This is an optimization exercise on Yosys and OpenROAD, whose aim is a short achievable clock period and few clock cycles, not a production implementation. The RTL was checked by simulation tests, not by an equivalence proof against the original design. Power is estimated from default activity; no workload was simulated.

==> flow/design.v <==
package chip8_pkg;
  typedef logic [12-1:0] addr_t;
  typedef logic [7:0] byte_t;
  typedef logic [15:0] opcode_t;
  typedef logic [$clog2(16)-1:0] reg_idx_t;
  typedef enum logic [2:0] {
    FETCH_HI,
    FETCH_LO,
    CAPTURE_LO,
    EXECUTE,
    STORE_BURST
  } cpu_state_t;
  typedef enum logic [3:0] {
    ALU_NONE,
    ALU_LD_IMM,
    ALU_ADD_IMM,
    ALU_MOV,
    ALU_OR,
    ALU_AND,
    ALU_XOR,
    ALU_ADD,
    ALU_SUB,
    ALU_SHR,
    ALU_SUBN,
    ALU_SHL,
    ALU_SE_IMM,
    ALU_SNE_IMM,
    ALU_SE_REG,
    ALU_SNE_REG
  } alu_op_t;
  typedef enum logic [2:0] {
    PC_NEXT,
    PC_SKIP,
    PC_JUMP,
    PC_JUMP_V0,
    PC_CALL,
    PC_RET,
    PC_HOLD
  } pc_op_t;
  typedef enum logic [1:0] {
    ADDR_PC,
    ADDR_PC_PLUS1,
    ADDR_I_COUNT
  } addr_sel_t;
  typedef struct packed {
    alu_op_t  alu_op;
    pc_op_t   pc_op;
    reg_idx_t vx;
    reg_idx_t vy;
    byte_t    nn;
    addr_t    nnn;
    logic     i_load;
    logic     i_add;
    logic     bcd_mode;
    logic     strobe;
  } exec_ctl_t;
  typedef struct packed {
    logic  read;
    logic  write;
    addr_t addr;
    byte_t wdata;
  } mem_req_t;
endpackage
`timescale 1ns/1ps
module chip8_burst_counter (
  input  logic                clk,
  input  logic                reset,
  input  logic                start,
  input  chip8_pkg::reg_idx_t limit,
  input  logic                advance,
  output chip8_pkg::reg_idx_t count,
  output logic                last
);
  chip8_pkg::reg_idx_t limit_q;
  always_ff @(posedge clk or posedge reset) begin
    if (reset) begin
      count   <= '0;
      limit_q <= '0;
    end else if (start) begin
      count   <= '0;
      limit_q <= limit;
    end else if (advance) begin
      count <= count + 1'b1;
    end
  end
  assign last = (count == limit_q);
endmodule
`timescale 1ns/1ps
module chip8_regfile_alu (
  input  logic                 clk,
  input  logic                 reset,
  input  chip8_pkg::exec_ctl_t exec_ctl,
  input  chip8_pkg::reg_idx_t  count,
  output logic                 skip_taken,
  output chip8_pkg::byte_t     v0,
  output chip8_pkg::byte_t     vx_value,
  output chip8_pkg::byte_t     wdata
);
  chip8_pkg::byte_t      v_regs [16];
  chip8_pkg::byte_t      vx_val;
  chip8_pkg::byte_t      vy_val;
  chip8_pkg::byte_t      result;
  chip8_pkg::byte_t      hundreds;
  chip8_pkg::byte_t      tens;
  chip8_pkg::byte_t      units;
  logic [8:0] sum;
  logic       flag;
  logic       write_x;
  logic       write_f;
  assign vx_val = v_regs[exec_ctl.vx];
  assign vy_val = v_regs[exec_ctl.vy];
  assign sum    = {1'b0, vx_val} + {1'b0, vy_val};
  always_comb begin
    result  = vx_val;
    flag    = 1'b0;
    write_x = 1'b0;
    write_f = 1'b0;
    case (exec_ctl.alu_op)
      chip8_pkg::ALU_LD_IMM: begin
        result  = exec_ctl.nn;
        write_x = 1'b1;
      end
      chip8_pkg::ALU_ADD_IMM: begin
        result  = vx_val + exec_ctl.nn;
        write_x = 1'b1;
      end
      chip8_pkg::ALU_MOV: begin
        result  = vy_val;
        write_x = 1'b1;
      end
      chip8_pkg::ALU_OR: begin
        result  = vx_val | vy_val;
        write_x = 1'b1;
      end
      chip8_pkg::ALU_AND: begin
        result  = vx_val & vy_val;
        write_x = 1'b1;
      end
      chip8_pkg::ALU_XOR: begin
        result  = vx_val ^ vy_val;
        write_x = 1'b1;
      end
      chip8_pkg::ALU_ADD: begin
        result  = sum[7:0];
        flag    = sum[8];
        write_x = 1'b1;
        write_f = 1'b1;
      end
      chip8_pkg::ALU_SUB: begin
        result  = vx_val - vy_val;
        flag    = (vx_val >= vy_val);
        write_x = 1'b1;
        write_f = 1'b1;
      end
      chip8_pkg::ALU_SHR: begin
        result  = vx_val >> 1;
        flag    = vx_val[0];
        write_x = 1'b1;
        write_f = 1'b1;
      end
      chip8_pkg::ALU_SUBN: begin
        result  = vy_val - vx_val;
        flag    = (vy_val > vx_val);
        write_x = 1'b1;
        write_f = 1'b1;
      end
      chip8_pkg::ALU_SHL: begin
        result  = vx_val << 1;
        flag    = vx_val[7];
        write_x = 1'b1;
        write_f = 1'b1;
      end
      default: write_x = 1'b0;
    endcase
  end
  always_comb begin
    case (exec_ctl.alu_op)
      chip8_pkg::ALU_SE_IMM:  skip_taken = (vx_val == exec_ctl.nn);
      chip8_pkg::ALU_SNE_IMM: skip_taken = (vx_val != exec_ctl.nn);
      chip8_pkg::ALU_SE_REG:  skip_taken = (vx_val == vy_val);
      chip8_pkg::ALU_SNE_REG: skip_taken = (vx_val != vy_val);
      default:     skip_taken = 1'b0;
    endcase
  end
  always_ff @(posedge clk or posedge reset) begin
    if (reset) begin
      for (int i = 0; i < 16; i++)
        v_regs[i] <= '0;
    end else if (exec_ctl.strobe) begin
      if (write_x)
        v_regs[exec_ctl.vx] <= result;
      if (write_f)
        v_regs[15] <= {7'd0, flag};
    end
  end
  assign hundreds = vx_val / 8'd100;
  assign tens     = (vx_val / 8'd10) % 8'd10;
  assign units    = vx_val % 8'd10;
  always_comb begin
    if (exec_ctl.bcd_mode) begin
      case (count)
        4'd0:    wdata = hundreds;
        4'd1:    wdata = tens;
        default: wdata = units;
      endcase
    end else begin
      wdata = v_regs[count];
    end
  end
  assign v0       = v_regs[0];
  assign vx_value = vx_val;
endmodule
`timescale 1ns/1ps
module chip8_addr_unit (
  input  logic                 clk,
  input  logic                 reset,
  input  chip8_pkg::exec_ctl_t exec_ctl,
  input  chip8_pkg::addr_sel_t addr_sel,
  input  logic                 skip_taken,
  input  chip8_pkg::byte_t     v0,
  input  chip8_pkg::byte_t     vx_value,
  input  chip8_pkg::reg_idx_t  count,
  output chip8_pkg::addr_t     mem_addr
);
  chip8_pkg::addr_t    pc;
  chip8_pkg::addr_t    i_reg;
  chip8_pkg::addr_t    pc_next2;
  chip8_pkg::addr_t    stack [16];
  chip8_pkg::reg_idx_t sp;
  chip8_pkg::reg_idx_t sp_top;
  assign pc_next2 = pc + chip8_pkg::addr_t'(2);
  assign sp_top   = sp - 1'b1;
  always_ff @(posedge clk or posedge reset) begin
    if (reset) begin
      pc    <= 12'h200;
      i_reg <= '0;
      sp    <= '0;
      for (int i = 0; i < 16; i++)
        stack[i] <= '0;
    end else begin
      case (exec_ctl.pc_op)
        chip8_pkg::PC_NEXT:    pc <= pc_next2;
        chip8_pkg::PC_SKIP:    pc <= skip_taken ? pc + chip8_pkg::addr_t'(4) : pc_next2;
        chip8_pkg::PC_JUMP:    pc <= exec_ctl.nnn;
        chip8_pkg::PC_JUMP_V0: pc <= exec_ctl.nnn + chip8_pkg::addr_t'(v0);
        chip8_pkg::PC_CALL: begin
          stack[sp] <= pc_next2;
          sp        <= sp + 1'b1;
          pc        <= exec_ctl.nnn;
        end
        chip8_pkg::PC_RET: begin
          sp <= sp_top;
          pc <= stack[sp_top];
        end
        default: pc <= pc;
      endcase
      if (exec_ctl.strobe) begin
        if (exec_ctl.i_load)
          i_reg <= exec_ctl.nnn;
        else if (exec_ctl.i_add)
          i_reg <= i_reg + chip8_pkg::addr_t'(vx_value);
      end
    end
  end
  always_comb begin
    case (addr_sel)
      chip8_pkg::ADDR_PC_PLUS1: mem_addr = pc + chip8_pkg::addr_t'(1);
      chip8_pkg::ADDR_I_COUNT:  mem_addr = i_reg + chip8_pkg::addr_t'(count);
      default:       mem_addr = pc;
    endcase
  end
endmodule
`timescale 1ns/1ps
module chip8_control (
  input  logic                 clk,
  input  logic                 reset,
  input  chip8_pkg::byte_t     mem_rdata,
  input  logic                 last,
  output chip8_pkg::exec_ctl_t exec_ctl,
  output chip8_pkg::addr_sel_t addr_sel,
  output logic                 mem_read,
  output logic                 mem_write,
  output logic                 start,
  output chip8_pkg::reg_idx_t  limit,
  output logic                 advance
);
  chip8_pkg::cpu_state_t state;
  chip8_pkg::opcode_t    opcode;
  chip8_pkg::exec_ctl_t  dec;
  logic       run;
  logic       is_store;
  always_ff @(posedge clk or posedge reset) begin
    if (reset) begin
      state <= chip8_pkg::FETCH_HI;
      run   <= 1'b0;
    end else begin
      run <= 1'b1;
      case (state)
        chip8_pkg::FETCH_HI: begin
          if (run)
            state <= chip8_pkg::FETCH_LO;
        end
        chip8_pkg::FETCH_LO:   state <= chip8_pkg::CAPTURE_LO;
        chip8_pkg::CAPTURE_LO: state <= chip8_pkg::EXECUTE;
        chip8_pkg::EXECUTE:    state <= is_store ? chip8_pkg::STORE_BURST : chip8_pkg::FETCH_HI;
        chip8_pkg::STORE_BURST: begin
          if (last)
            state <= chip8_pkg::FETCH_HI;
        end
        default:    state <= chip8_pkg::FETCH_HI;
      endcase
    end
  end
  always_ff @(posedge clk) begin
    if (state == chip8_pkg::FETCH_LO)
      opcode[15:8] <= mem_rdata;
    if (state == chip8_pkg::CAPTURE_LO)
      opcode[7:0] <= mem_rdata;
  end
  always_comb begin
    dec.alu_op   = chip8_pkg::ALU_NONE;
    dec.pc_op    = chip8_pkg::PC_NEXT;
    dec.vx       = opcode[11:8];
    dec.vy       = opcode[7:4];
    dec.nn       = opcode[7:0];
    dec.nnn      = opcode[11:0];
    dec.i_load   = 1'b0;
    dec.i_add    = 1'b0;
    dec.bcd_mode = 1'b0;
    dec.strobe   = 1'b0;
    is_store     = 1'b0;
    case (opcode[15:12])
      4'h0: begin
        if (opcode == 16'h00EE)
          dec.pc_op = chip8_pkg::PC_RET;
      end
      4'h1: dec.pc_op = chip8_pkg::PC_JUMP;
      4'h2: dec.pc_op = chip8_pkg::PC_CALL;
      4'h3: begin
        dec.alu_op = chip8_pkg::ALU_SE_IMM;
        dec.pc_op  = chip8_pkg::PC_SKIP;
      end
      4'h4: begin
        dec.alu_op = chip8_pkg::ALU_SNE_IMM;
        dec.pc_op  = chip8_pkg::PC_SKIP;
      end
      4'h5: begin
        if (opcode[3:0] == 4'h0) begin
          dec.alu_op = chip8_pkg::ALU_SE_REG;
          dec.pc_op  = chip8_pkg::PC_SKIP;
        end
      end
      4'h6: dec.alu_op = chip8_pkg::ALU_LD_IMM;
      4'h7: dec.alu_op = chip8_pkg::ALU_ADD_IMM;
      4'h8: begin
        case (opcode[3:0])
          4'h0:    dec.alu_op = chip8_pkg::ALU_MOV;
          4'h1:    dec.alu_op = chip8_pkg::ALU_OR;
          4'h2:    dec.alu_op = chip8_pkg::ALU_AND;
          4'h3:    dec.alu_op = chip8_pkg::ALU_XOR;
          4'h4:    dec.alu_op = chip8_pkg::ALU_ADD;
          4'h5:    dec.alu_op = chip8_pkg::ALU_SUB;
          4'h6:    dec.alu_op = chip8_pkg::ALU_SHR;
          4'h7:    dec.alu_op = chip8_pkg::ALU_SUBN;
          4'hE:    dec.alu_op = chip8_pkg::ALU_SHL;
          default: dec.alu_op = chip8_pkg::ALU_NONE;
        endcase
      end
      4'h9: begin
        if (opcode[3:0] == 4'h0) begin
          dec.alu_op = chip8_pkg::ALU_SNE_REG;
          dec.pc_op  = chip8_pkg::PC_SKIP;
        end
      end
      4'hA: dec.i_load = 1'b1;
      4'hB: dec.pc_op = chip8_pkg::PC_JUMP_V0;
      4'hF: begin
        case (opcode[7:0])
          8'h1E: dec.i_add = 1'b1;
          8'h33: begin
            dec.bcd_mode = 1'b1;
            dec.pc_op    = chip8_pkg::PC_HOLD;
            is_store     = 1'b1;
          end
          8'h55: begin
            dec.pc_op = chip8_pkg::PC_HOLD;
            is_store  = 1'b1;
          end
          default: dec.pc_op = chip8_pkg::PC_NEXT;
        endcase
      end
      default: dec.pc_op = chip8_pkg::PC_NEXT;
    endcase
  end
  always_comb begin
    exec_ctl        = dec;
    exec_ctl.strobe = (state == chip8_pkg::EXECUTE);
    if (state == chip8_pkg::STORE_BURST)
      exec_ctl.pc_op = last ? chip8_pkg::PC_NEXT : chip8_pkg::PC_HOLD;
    else if (state != chip8_pkg::EXECUTE)
      exec_ctl.pc_op = chip8_pkg::PC_HOLD;
  end
  always_comb begin
    case (state)
      chip8_pkg::FETCH_LO:    addr_sel = chip8_pkg::ADDR_PC_PLUS1;
      chip8_pkg::STORE_BURST: addr_sel = chip8_pkg::ADDR_I_COUNT;
      default:     addr_sel = chip8_pkg::ADDR_PC;
    endcase
  end
  assign mem_read  = run && (state == chip8_pkg::FETCH_HI || state == chip8_pkg::FETCH_LO);
  assign mem_write = (state == chip8_pkg::STORE_BURST);
  assign start     = (state == chip8_pkg::EXECUTE) && is_store;
  assign limit     = dec.bcd_mode ? chip8_pkg::reg_idx_t'(2) : dec.vx;
  assign advance   = (state == chip8_pkg::STORE_BURST);
endmodule
`timescale 1ns/1ps
module chip8_cpu (
  input  logic                clk,
  input  logic                reset,
  input  chip8_pkg::byte_t    mem_rdata,
  output chip8_pkg::mem_req_t mem_req
);
  chip8_pkg::exec_ctl_t exec_ctl;
  chip8_pkg::addr_sel_t addr_sel;
  logic      mem_read;
  logic      mem_write;
  logic      start;
  logic      advance;
  logic      last;
  logic      skip_taken;
  chip8_pkg::reg_idx_t  limit;
  chip8_pkg::reg_idx_t  count;
  chip8_pkg::byte_t     v0;
  chip8_pkg::byte_t     vx_value;
  chip8_pkg::byte_t     wdata;
  chip8_pkg::addr_t     mem_addr;
  chip8_control u_control (
    .clk       (clk),
    .reset     (reset),
    .mem_rdata (mem_rdata),
    .last      (last),
    .exec_ctl  (exec_ctl),
    .addr_sel  (addr_sel),
    .mem_read  (mem_read),
    .mem_write (mem_write),
    .start     (start),
    .limit     (limit),
    .advance   (advance)
  );
  chip8_burst_counter u_burst_counter (
    .clk     (clk),
    .reset   (reset),
    .start   (start),
    .limit   (limit),
    .advance (advance),
    .count   (count),
    .last    (last)
  );
  chip8_regfile_alu u_regfile_alu (
    .clk        (clk),
    .reset      (reset),
    .exec_ctl   (exec_ctl),
    .count      (count),
    .skip_taken (skip_taken),
    .v0         (v0),
    .vx_value   (vx_value),
    .wdata      (wdata)
  );
  chip8_addr_unit u_addr_unit (
    .clk        (clk),
    .reset      (reset),
    .exec_ctl   (exec_ctl),
    .addr_sel   (addr_sel),
    .skip_taken (skip_taken),
    .v0         (v0),
    .vx_value   (vx_value),
    .count      (count),
    .mem_addr   (mem_addr)
  );
  assign mem_req = {mem_read, mem_write, mem_addr, wdata};
endmodule
`timescale 1ns/1ps
module chip8_top (
  input  logic        clk,
  input  logic        reset,
  input  logic [7:0]  mem_rdata,
  output logic        mem_read,
  output logic        mem_write,
  output logic [11:0] mem_addr,
  output logic [7:0]  mem_wdata
);
  logic [21:0] mem_req;
  chip8_cpu u_cpu (
    .clk       (clk),
    .reset     (reset),
    .mem_rdata (mem_rdata),
    .mem_req   (mem_req)
  );
  assign mem_read  = mem_req[21];
  assign mem_write = mem_req[20];
  assign mem_addr  = mem_req[19:8];
  assign mem_wdata = mem_req[7:0];
endmodule
==> flow/run.sh <==
#!/bin/bash
# synth_recipe.tcl (not shown) runs the flow's synth.tcl, then flattens the netlist and writes it again
# the make line also repeats each setting of config.mk as NAME=value (left out here)
make -C /OpenROAD-flow-scripts/flow DESIGN_CONFIG=/design/flow/config.mk WORK_HOME=/design/flow/orfs CLKGATE_MAP_FILE= SYNTH_SCRIPT=/design/flow/synth_recipe.tcl finish
==> flow/config.mk <==
export PLATFORM = sky130hd
export DESIGN_NAME = chip8_top
export DESIGN_NICKNAME = chip8_top
export VERILOG_FILES = /design/flow/design.v
export SDC_FILE = /design/flow/constraint.sdc
export NUM_CORES = 4
export LEC_CHECK = 0
export CAP_MARGIN = 20
export CORE_MARGIN = 2
export CORE_UTILIZATION = 40
export SLEW_MARGIN = 20
==> flow/constraint.sdc <==
create_clock -name core_clock -period 10.0 [get_ports {clk}]
set_input_delay 2.0000 -clock core_clock [delete_from_list [all_inputs] [get_ports {clk}]]
set_output_delay 2.0000 -clock core_clock [all_outputs]
set_load 0.01 [all_outputs]
==> notes.md <==
==> worst reg2reg max path, delay by kind of cell, from the launching register on <==
| family | cells | cell delay (ps) |
|---|---|---|
| compound gates | 10 | 2310 |
| fa+ha+maj | 1 | 460 |
| buf+inv | 4 | 1270 |
| flops | 1 | 960 |
| mux | 1 | 140 |
| simple gates | 8 | 1460 |
==> power by group <==
group / leakage (uW) / internal, uW / switching (uW)
sequential: 0.00505 / 2070 / 642
combinational: 0.00576 / 1440 / 2570
clock: 0.000743 / 1030 / 697
==> worst max-delay path by stage <==
stage	start	cells after the start	slack [ps]	to
2_1_floorplan	u_cpu.u_control.opcode[9]$_DFFE_PN_	26	2740	mem_wdata[1]
3_3_place_gp	u_cpu.u_control.opcode[11]$_DFFE_PN_	23	1150	mem_wdata[1]
3_5_place_dp	u_cpu.u_control.opcode[8]$_DFFE_PN_	23	950	mem_wdata[1]
4_1_cts	u_cpu.u_control.opcode[8]$_DFFE_PN_	23	310	mem_wdata[1]
5_1_grt	u_cpu.u_control.opcode[9]$_DFFE_PN_	24	100	mem_wdata[1]
6_report	u_cpu.u_control.opcode[10]$_DFFE_PN_	23	460	mem_wdata[1]
==> per-stage QoR <==
stage / cell area [um^2] / hold WS, ps / cells
after floorplan: 24800 / 442.9 / 2798
after global placement: 25650 / 454.3 / 3457
after detailed placement: 25670 / 470.4 / 3458
after CTS: 27210 / 483.3 / 3532
after global routing: 27300 / 502.1 / 3539
final: 27300 / 479.4 / 3539
==> layout make-up <==
cell class,count,area [um^2]
fillers,6018,34180
multi-input cells,2124,14050
flip-flops and latches,380,9570
clock buffers,58,1226
well taps,790,988.4
repair buffers,100,880.8
clock inverters,16,315.3
inverters,69,267.8
diodes,2,5.005
==> per-layer routing <==
layer	routed length (um)	track usage (%)	up-vias	share of wire, %
met3	8106	5.726	243	8.3
met5	14	0	-	0.014
met4	4370	12.70	2	4.5
met1	41880	41.58	11360	43
li1	-	-	10140	-
met2	43430	46.81	1104	44
==> repair_timing <==
action / CTS / global route
hold buffers: 0 / 0
endpoints found under the setup margin: 0 / 7
hold endpoints to repair: 0 / 0
buffers inserted: 0 / 4
resized for setup: 0 / 3
==> layout by cell type (no fill, tap or decap), drive strengths merged, types with 41 or more instances in the layout <==
master  instances
nand2         409
dfrtp         359
o21ai         294
nor2          169
a21oi         151
mux2          130
ha             83
nand3          71
buf            69
a22oi          65
inv            65
a221oi         58
clkbuf         58
xnor2          53
a22o           52
mux2i          41
a31oi          41
==> kinds of logic (layout without fill, tap and decap cells) <==
family,after synthesis,after routing
mux,179,179
fa+ha+maj,88,88
simple gates,873,873
xor+xnor,76,76
buf+inv,294,243
other cells,1,3
flops,380,380
compound gates,907,907
==> results.cfg <==
[status]
status = complete, no violations

[cells_and_area]
max_flop_register = u_cpu.u_addr_unit.stack
drive_gt1_share_pct = 12.38
largest_reg_flops = 192
postLayoutCoreUtil_pct = 44.40
top_regs = u_cpu.u_addr_unit.stack x192, u_cpu.u_regfile_alu.v_regs x128, u_cpu.u_control.opcode x16
area_growth_pct = 10.10
nNetsFinal = 2817

[synth]
yosys.cell_count.top_type = nand2_1
synth_compound_area_share_pct = 24.56
yosys.area_share.adder_pct = 4.511
synth_mux_area_share_pct = 8.316
postSynthAreaPerCell_um2 = 8.862
synth.cells.most_frequent = 408 x nand2_1, 359 x dfrtp_1, 280 x o21ai_0
synth_area_leaders = dfrtp_1 36%, nand2_1 6.2%, mux2_2 5.8%, o21ai_0 5.7%, ha_1 4.2%
synth_cell_types = 111
synth_nets = 2894
ys_ff_latch = 380
synthCells = 2798
async_flop_share_pct = 94.74
yosysWarnings = 6
ys_seq_area_share_pct = 38.60
synth_top_family_by_area = compound AO/OA/AOI/OAI gates
synth_top_area_share_pct = 36.23
yosys.area_share.simple_pct = 16.26
ys.flop_type = dfrtp_1
synth_edf_count = 16
yosysTopAreaCell = dfrtp_1
synthXorXnorAreaFrac_pct = 2.684
netlist_area_um2 = 24800

[clock_network]
cts_buffers = 46
insertion_delay_ps = 640
clock-sinks = 380
clk_root_buffer_cell = clkbuf_16
htreeDepth = 2
cts_tree = done
path_clk_slew_ps = 60
clockBufferDepth = 3

[setup_path]
cpLargestDelayFamily = compound AO/OA/AOI/OAI gates
crit_type = flip-flop to primary output
cp_slowest_cell = edfxtp_1
ff2ff_setup_slack_ps = 3270
r2r_cells = 24
path_cells = buf_4, nor2_2, a22o_1, a222oi_1, a31o_4, ha_1, nand2b_1, o221ai_1, mux2_1, o22ai_1, o31a_1, a21boi_1, or2_0, inv_1, ha_1, a21o_1, a21o_1, xnor2_1, o32ai_4, and4b_1, o31ai_1, nand2_1, clkdlybuf4s50_1
worst_setup_path_start_kind = flip-flop
crit_arrival_ps = 7540
critPathMaxStageDelay_ps = 710
cp.buffers_inverters = 3
worstReg2RegEnd = u_cpu.u_addr_unit.pc[11]$_DFFE_PP0P_
critPathMaxFanout = 23
crit_required_ps = 8000
end_kind = primary output
rr_startpoint = u_cpu.u_control.opcode[6]$_DFFE_PN_

[floorplanning]
rows = 91
die_area_um2 = 64000
pin_count = 32
initial_core_util_pct = 40.33
placeableCoreArea_um2 = 61480
die-width_um = 253.0
die_h_um = 253.0

[power]
irDropWorstVdd_mv = 0.1715
p_leak_uw = 0.01155
p_per_area_nw_per_um2 = 309.1
power_uw = 8439

[global_routing]
grt_pass1_vias = 21820
grt_max_degree = 140
antenna_found_initial = 4
grt_util_all_layers_pct = 30.30
grt-ovfl-total = 0
grt_pass1_wl_mm = 145.2

[route]
wl_per_cell_um = 27.64
drc_errors = 0
routed_wl_mm = 97.81
drt-initial-drc-count = 2694
vias = 22840
vias_per_cell = 6.455
drtPass1Iterations = 6
drt.antenna.violating_nets = 0

[timing]
setup-violations-final = 0
period_share_pct = 95.38
drv_slew = 0
rsz0062_at_grt = false
final-hold-violation-count = 0
fin_setup_tns_ps = 0
fin_ws_ps = 461.7
finalClockSkew_ps = 67.73
maxSlewHeadroom_pct = 17.61
tightest_slew_ps = 1236
fmax_mhz = 104.8
fin_crit_ps = 9538

[min_path]
hold_end = u_cpu.u_addr_unit.stack[7][4]$_DFFE_PP0P_
whs_path_depth = 2
hold_class = flip-flop to flip-flop
hold_start = u_cpu.u_addr_unit.stack[7][4]$_DFFE_PP0P_

[placement]
place_congestion = 0.9703
post-dp-hpwl_mm = 68.94
place_ws_ps = 952.0
port_buffers = 31

[job]
drv_cap = 0
Testbench counts, summed over its fixed seeds: cycles 60,965.

==> port drivers added, routing unchanged <==
Ports are ideal in the flow. The routed layout listed here was re-timed in OpenROAD.
Step 1: set_driving_cell puts a clkbuf_16 on clk and a buf_2 on each other input, an assumption about the parent block.
Step 2 also shifts input and output timing later by t, the mid clock arrival at the registers, as if the neighbouring blocks saw the same clock.
a / b / c = ideal ports / drivers / drivers and shift; a / b = the first two.
shift t [ns]: 0.669
setup WS [ns]: 0.462 / 0.399 / 1.068
worst hold slack (ns): 0.479 / 0.479 / 0.479
worst setup path after step 2: register to output
After both steps setup and hold are still met in this run. The setup slack of this run moves by -0.063 ns with the drivers and by +0.606 ns with both steps.
